This is an optimization exercise on Yosys and OpenROAD, whose aim is small area, a short achievable clock period and few clock cycles per item, not a production implementation. Only simulation tests tie the RTL to the original design; equivalence was not proved. Power figures rest on the tool's default switching activity, not on a simulated workload.

File: flow/design.v
package olist_pkg;
  localparam int unsigned ValueW = 32;
  typedef enum logic [1:0] {
    OP_PUSH_FRONT = 2'd0,
    OP_PUSH_BACK  = 2'd1,
    OP_DELETE     = 2'd2,
    OP_READ_OUT   = 2'd3
  } op_t;
  typedef enum logic [1:0] {
    ST_OK        = 2'd0,
    ST_EMPTY     = 2'd1,
    ST_NOT_FOUND = 2'd2,
    ST_FULL      = 2'd3
  } status_t;
endpackage
module ordered_list_engine_unit (
  input  logic         clk,
  input  logic         rst_n,
  input  logic         in_valid,
  output logic         in_ready,
  input  logic [1:0]   in_operation,
  input  logic signed [31:0] in_value,
  output logic         out_valid,
  input  logic         out_ready,
  output logic signed [31:0] out_item_value,
  output logic [1:0]   out_status,
  output logic         out_last
);
  localparam int N = 16;
  localparam int W = olist_pkg::ValueW;
  logic         vb;
  logic [1:0]   opb;
  logic [W-1:0] valb;
  localparam int G = 4;   
  logic [N-1:0]   lp;    
  logic [N/G-1:0] gm;    
  logic [N-1:0]   ah;    
  logic [3:0]   rk;      
  logic         rl;      
  logic         pd;      
  logic [W-1:0] cells [N];
  logic [N-1:0] occ;
  logic         ov;
  logic [W+2:0] od;
  logic ofree, go, empty, full, found, b_done, acc;
  logic pf_go, pb_go, del_go, del_op, rd_go;
  logic [N-1:0] first_free, last_pos;
  logic [N-1:0] sl, sr, st, sh;
  logic [W-1:0] tdata;
  assign ofree = !ov || out_ready;
  assign go    = vb && ofree;
  assign empty = !occ[0];
  assign full  = occ[N-1];
  assign found = |(ah & last_pos);
  always_comb begin
    for (int i = 0; i < N; i++) begin
      ah[i] = lp[i];
      for (int k = 0; k < i / G; k++) ah[i] = ah[i] | gm[k];
    end
    for (int i = 0; i < N; i++) begin
      first_free[i] = ((i == 0) ? 1'b1 : occ[(i == 0) ? 0 : i-1]) & !occ[i];
      last_pos[i]   = occ[i] & ((i == N-1) ? 1'b1 : !occ[(i == N-1) ? i : i+1]);
    end
  end
  assign pf_go  = go && opb == olist_pkg::OP_PUSH_FRONT && !full;
  assign pb_go  = go && opb == olist_pkg::OP_PUSH_BACK  && !full;
  assign del_op = go && opb == olist_pkg::OP_DELETE;
  assign del_go = del_op && found;
  assign rd_go  = go && opb == olist_pkg::OP_READ_OUT   && !empty;
  assign b_done   = go && pd;
  logic irx, iry;
  assign in_ready = irx || (iry && out_ready);
  assign acc      = in_valid && in_ready;
  always_comb begin
    for (int i = 0; i < N; i++) begin
      sl[i] = pf_go;
      sr[i] = (del_op && ah[i]) || (rd_go && !last_pos[i]);
      st[i] = (pb_go && first_free[i]) || (rd_go && last_pos[i]);
      sh[i] = !(sl[i] || sr[i] || st[i]);
    end
  end
  assign tdata = opb[1] ? cells[0] : valb;
  logic [W-1:0] cells_nxt [N];
  always_comb begin
    for (int i = 0; i < N; i++) begin
      cells_nxt[i] = ({W{sh[i]}} & cells[i])
                   | ({W{sl[i]}} & ((i == 0) ? valb : cells[(i == 0) ? 0 : i-1]))
                   | ({W{sr[i]}} & cells[(i == N-1) ? i : i+1])
                   | ({W{st[i]}} & tdata);
    end
  end
  always_ff @(posedge clk) begin
    for (int i = 0; i < N; i++) cells[i] <= cells_nxt[i];
  end
  logic [N-1:0] occ_nxt;
  always_comb begin
    occ_nxt = occ;
    if (pf_go || pb_go) occ_nxt = {occ[N-2:0], 1'b1};
    else if (del_go)    occ_nxt = {1'b0, occ[N-1:1]};
  end
  logic [N-1:0] raw, corr;
  logic         eqv;
  always_comb begin
    for (int i = 0; i < N; i++) raw[i] = (cells[i] == in_value);
    eqv = (valb == in_value);
    for (int i = 0; i < N; i++) begin
      corr[i] = raw[i];
      if (sl[i])      corr[i] = (i == 0) ? eqv : raw[(i == 0) ? 0 : i-1];
      else if (sr[i]) corr[i] = (i == N-1) ? 1'b0 : raw[(i == N-1) ? i : i+1];
      else if (st[i]) corr[i] = opb[1] ? raw[0] : eqv;
    end
  end
  logic [N-1:0]   lp_nxt;
  logic [N/G-1:0] gm_nxt;
  always_comb begin
    for (int i = 0; i < N; i++)
      lp_nxt[i] = (i % G == 0) ? corr[i] : (lp_nxt[(i % G == 0) ? i : i-1] | corr[i]);
    for (int k = 0; k < N/G; k++) gm_nxt[k] = lp_nxt[k*G + G-1];
  end
  logic [1:0] opb_nxt;
  logic       vb_nxt, rl_nxt;
  logic [3:0] rk1;
  logic       pd_nxt, ov_nxt;
  assign pd_nxt = opb_nxt != olist_pkg::OP_READ_OUT || !occ_nxt[0] || rl_nxt;
  assign ov_nxt = ofree ? go : ov;
  assign vb_nxt  = acc || (vb && !b_done);
  assign opb_nxt = acc ? in_operation : opb;
  assign rk1     = rk + 4'd1;
  always_comb begin
    rl_nxt = rl;
    if (acc)        rl_nxt = !occ_nxt[1];
    else if (rd_go) rl_nxt = (rk1 == 4'(N-1)) ? 1'b1 : !occ[rk1 + 4'd1];
  end
  always_ff @(posedge clk) begin
    if (acc) begin
      opb  <= in_operation;
      valb <= in_value;
      lp   <= lp_nxt;
      gm   <= gm_nxt;
      rk   <= '0;
    end else if (rd_go) begin
      rk   <= rk1;
    end
    rl <= rl_nxt;
    pd  <= pd_nxt;
    iry <= pd_nxt;
  end
  logic [W+2:0] res;
  logic [1:0]   rstat;
  always_comb begin
    unique case (opb)
      olist_pkg::OP_PUSH_FRONT,
      olist_pkg::OP_PUSH_BACK: rstat = full ? olist_pkg::ST_FULL : olist_pkg::ST_OK;
      olist_pkg::OP_DELETE:    rstat = empty ? olist_pkg::ST_EMPTY :
                                       found ? olist_pkg::ST_OK : olist_pkg::ST_NOT_FOUND;
      default:                 rstat = empty ? olist_pkg::ST_EMPTY : olist_pkg::ST_OK;
    endcase
    res = {(opb == olist_pkg::OP_READ_OUT && !empty) ? cells[0] : '0,
           rstat,
           (opb == olist_pkg::OP_READ_OUT && !empty) ? rl : 1'b1};
  end
  always_ff @(posedge clk) begin
    if (go) od <= res;
  end
  always_ff @(posedge clk) begin
    if (!rst_n) begin
      vb  <= 1'b0;
      occ <= '0;
      ov  <= 1'b0;
      irx <= 1'b1;
    end else begin
      vb  <= vb_nxt;
      occ <= occ_nxt;
      ov  <= ov_nxt;
      irx <= !vb_nxt || (pd_nxt && !ov_nxt);
    end
  end
  assign out_valid      = ov;
  assign out_item_value = od[W+2:3];
  assign out_status     = od[2:1];
  assign out_last       = od[0];
endmodule
File: flow/constraint.sdc
create_clock -name core_clock -period 4.5 [get_ports {clk}]
set_input_delay 0.9000 -clock core_clock [delete_from_list [all_inputs] [get_ports {clk}]]
set_output_delay 0.9000 -clock core_clock [all_outputs]
set_load 0.01 [all_outputs]
File: flow/run.sh
#!/bin/bash
# synth_recipe.tcl (not shown) runs the flow's synth.tcl, then flattens the netlist and writes it again
# the make line also repeats each setting of config.mk as NAME=value (left out here)
make -C /OpenROAD-flow-scripts/flow DESIGN_CONFIG=/design/flow/config.mk WORK_HOME=/design/flow/orfs CLKGATE_MAP_FILE= SYNTH_SCRIPT=/design/flow/synth_recipe.tcl finish
File: flow/config.mk
export PLATFORM = sky130hd
export DESIGN_NAME = ordered_list_engine_unit
export DESIGN_NICKNAME = ordered_list_engine_unit
export VERILOG_FILES = /design/flow/design.v
export SDC_FILE = /design/flow/constraint.sdc
export NUM_CORES = 4
export LEC_CHECK = 0
export ABC_CLOCK_PERIOD_IN_PS = 2200
export CAP_MARGIN = 20
export CORE_MARGIN = 2
export CORE_UTILIZATION = 55
export CTS_BUF_LIST = sky130_fd_sc_hd__clkbuf_16
export CTS_CLUSTER_DIAMETER = 90
export CTS_CLUSTER_SIZE = 30
export SETUP_SLACK_MARGIN = 2.0
export SLEW_MARGIN = 20
export TNS_END_PERCENT = 10
==> notes.md <==
==> final cells by class <==
| class | count | share of cell area, % |
|---|---|---|
| tap | 765 | 2.49 |
| clock buffer | 35 | 2.28 |
| clock inverter | 25 | 0.788 |
| timing repair buffer | 342 | 9.60 |
| sequential | 622 | 34.6 |
| multi-input combinational | 2605 | 50.1 |
| inverter | 16 | 0.156 |
==> routing by layer <==
metal,global-route usage (%),up-vias,part of all wire (%)
li1,-,13427,-
met1,55.1,14693,37
met2,62.1,2379,43
met3,5.58,414,11
met4,32.9,0,9.2
met5,0,-,0
==> cell usage in the layout, fill, tap and decap left out, types with 35 or more instances in the layout <==
| cell | instances |
|---|---|
| nor2_1 | 42 |
| xnor2_2 | 54 |
| nand4_1 | 95 |
| clkdlybuf4s50_1 | 40 |
| nor4_1 | 46 |
| clkbuf_16 | 39 |
| dfxtp_1 | 528 |
| xor2_1 | 187 |
| buf_4 | 190 |
| nand2_1 | 992 |
| nor2b_1 | 35 |
| a222oi_1 | 481 |
| edfxtp_1 | 83 |
| buf_12 | 40 |
| xnor2_1 | 267 |
==> power breakdown <==
group          total [W]  internal, W  switching [W]
combinational    0.00688      0.00293        0.00395
sequential        0.0110      0.00772        0.00324
clock            0.00379      0.00160        0.00219
==> synthesized netlist by cell type (all sizes together) (3+ instances only) <==
cell type / n
edfxtp: 83
a222oi: 481
nand3: 12
mux4: 5
a21boi: 3
xnor2: 332
or3: 3
nor4: 80
buf: 105
a211oi: 14
a221o: 32
o2bb2ai: 4
a22o: 5
and3: 4
a21o: 3
mux2: 32
o21ai: 26
and2: 36
o22a: 3
nor2b: 37
a2111oi: 3
nor2: 50
nand4: 96
a21oi: 16
dfxtp: 539
inv: 15
mux2i: 14
clkbuf: 226
nor3: 20
o22ai: 20
nand2: 1000
a211o: 3
a22oi: 4
xor2: 218
nand2b: 20
==> registers in the layout, summed over array words and instances, names as in the netlist <==
signal  flops
od         35
irx         1
vb          1
lp         16
rl          1
occ        16
valb       32
cells     512
ov          1
opb         2
iry         1
rk          4
==> kinds of logic after synthesis <==
| group | synth area share, % |
|---|---|
| simple gates | 18.5 |
| compound gates | 18.7 |
| flops | 41.3 |
| xor+xnor | 15.0 |
| buf+inv | 4.50 |
| mux | 1.91 |
| fa+ha+maj | 0.0778 |
==> critical path, cell delays in order, from the launching register on <==
cell and delay (ps):
edfxtp_1 400, buf_6 160, or4_4 550, o2bb2ai_2 150, nor4b_4 210, buf_4 180
a31oi_4 130, nand2b_4 180, o2bb2ai_2 140, a21o_1 200, nand4b_4 160
==> timing repair <==
| action | CTS | global route |
|---|---|---|
| pin swaps | 67 | 64 |
| hold buffers | 0 | 0 |
| cloned | 16 | 5 |
| hold endpoints to repair | 0 | 0 |
| setup buffers | 70 | 53 |
| gates resized for setup | 394 | 143 |
| endpoints found under the setup margin | 546 | 350 |
==> through the flow <==
step	setup slack (ps)	std cells
floorplan	1630	3572
global placement	216	4205
detailed placement	183	4206
CTS	1960	4352
global route	1880	4410
finish	1930	4410
==> worst paths after layout <==
kind         slack [ps]         start  cells past startpoint      endpoint
max                1930         lp[3]                     10           iry
max reg2reg        1930         lp[3]                     10           iry
min reg2reg         500  cells[14][6]                      2  cells[14][6]
min                 500  cells[14][6]                      2  cells[14][6]
==> notes.md <==
The initial antenna violation count came out at 0. Sequential cells were found to cover 41.3% of the synthesized design area. The clock-pin slew on the worst setup and hold paths was 110 ps; the CTS H-tree depth was 2.

The synthesized flop and latch total was 622; the shortest period the worst path allows was 2570 ps. For the pin with the worst max-slew slack, the measured transition is 653 ps. Averaged over all synthesized cells, the footprint is 9.00 um^2. The flow ran to the end and the layout has no timing, DRC or antenna violations.

Across all hold checks on the routed design, the worst slack comes to 497 ps. The number of synthesized flops with an enable pin came out at 83. The logs give 6637 for the number of design-rule violations left by the first detailed-router iteration and 39.4 ps for the setup clock skew after layout. The worst relative slew slack was 56.4%; the proportion of register bits with asynchronous set or reset after synthesis was 0%.

The overall track demand over capacity in global routing is 41.9%. Clock tree synthesis inserted a total of 34 buffers. The logs give 33700 um^2 for the area after detailed placement and 88 for the number of rows in the core area. For this run, the detailed router's first-pass iteration total came to 13. Highest net fanout along the worst path: 8.

For the leftover overflow at the end of global routing, the log shows 0. The run gives 0.394 mV as the worst supply voltage drop on vdd. TritonCTS built the clock tree. The tool flagged a number of max-cap violations equal to 0. During I/O placement, the number of pins put on the boundary was 75. For this configuration, the core starts out at a cell density of 55.7%.

Setup repair after global routing could not meet its margin everywhere. The critical path data required time came out at 4990 ps. The tools report the count of final max-slew check failures as 0. The worst setup path is captured at a flop. After floorplanning, the core was sized to cover 57700 um^2.

For the maximum clock insertion buffer count, the log shows 3. The overall power consumption was 0.0216 W; the filler cell count was 4666. For the final core utilization, the log shows 66.6%.

Summing every instance area after synthesis gives 32200 um^2. The gate count after technology mapping was 3572. The number of nets in the synthesized netlist is 3612. The run gives 75 as the largest net degree at the start of global routing. The type of the worst setup path is flop to flop. The number of distinct library cell variants in the gate-level netlist after synthesis is 69, and the arrival time of the worst setup path is 3050 ps. Kind of start point of the critical path: a flop. In the finished design, the share of the clock period the worst path needs comes to 57.0%. For the worst-skew pair, the clock arrives at the later sink with an insertion delay of 620 ps. Summing all non-filler instances in the final layout gives an area of 38400 um^2. The first global-routing pass estimated 190000 um of wire.

The number of warnings printed during yosys synthesis came out at 3. Cell accounting for the most synthesized area: dfxtp_1. In the final layout, the multi-input gates occupy 19200 um^2. The congestion estimate from routability-driven global placement came to 1.03. Summed over all failing endpoints, the final setup total negative slack is 0 ps. From synthesis to final layout, the design area changed by 19.5%.

The detailed router placed 30913 vias in this run. The tools report the total wire length after detailed routing as 132000 um. The routed wirelength normalized by instance count was 29.9 um. After synthesis, the cell types taking the most area are dfxtp_1, a222oi_1, nand2_1, xnor2_1, edfxtp_1.

Power spread over the standard cell area amounts to 563 nW/um^2. In this run the remaining antenna-violating nets after routing total 0. For the reported leakage power, the log shows 15.7 nW. The number of clock sinks seen by CTS is 622, and the number of I/O port buffers is 74. Static timing analysis puts the maximum clock frequency at 390 MHz. The height of the die was 246 um; the top cell type's share of synthesized area was 33.6%. In the routed layout, each cell is associated on average with a via count of 7.01.

Registers take 13300 um^2. The repair_antennas step left the layout with diodes totalling 0. The post-route netlist has 17.6% of its cells at a drive strength greater than 1. The min-delay analysis places its worst path in the category flop to flop. The total count of hold-check failures in the final report was 0. The most used flip-flop cell after synthesis is dfxtp_1.

The number of global-route vias before repair was 27904. Die area: 60400 um^2. The die span in x works out to 246 um. Buffer cell driving the clock tree root: clkbuf_16. For this run, design rule violations remaining after detail routing come to 0. Detailed placement ended at an HPWL of 91200 um.

Setup violations remaining at the end of the flow were counted as 0. The run gives 3661 as the number of nets in the layout.
Testbench counts, summed over its fixed seeds: cycles 14,661, items 4,800.

separate check: timing with driven ports:
The results above use ideal ports. As a check the final layout listed here was re-extracted and re-timed, cells and wires unchanged. Step 1: set_driving_cell puts a clkbuf_16 on clk and a buf_2 on each other input, an assumption about the parent block. Step 2, shift: input delay + t, output delay - t, t = (earliest + latest rising clock arrival at the registers) / 2. This alone moves slack from input paths to output paths. Slacks: ideal / step 1 / step 2; pairs: ideal / step 1.
t, ns: 0.668
slack for setup (ns): 1.935 / 1.902 / 1.303
hold WS [ns]: 0.497 / 0.497 / 0.497
worst slew at a driven data input, ns: 0.06
pins driven straight from the clock port: 1
After both steps setup and hold are still met in this run. For this run, drivers alone change the setup slack by -0.033 ns; drivers and shift together by -0.632 ns.
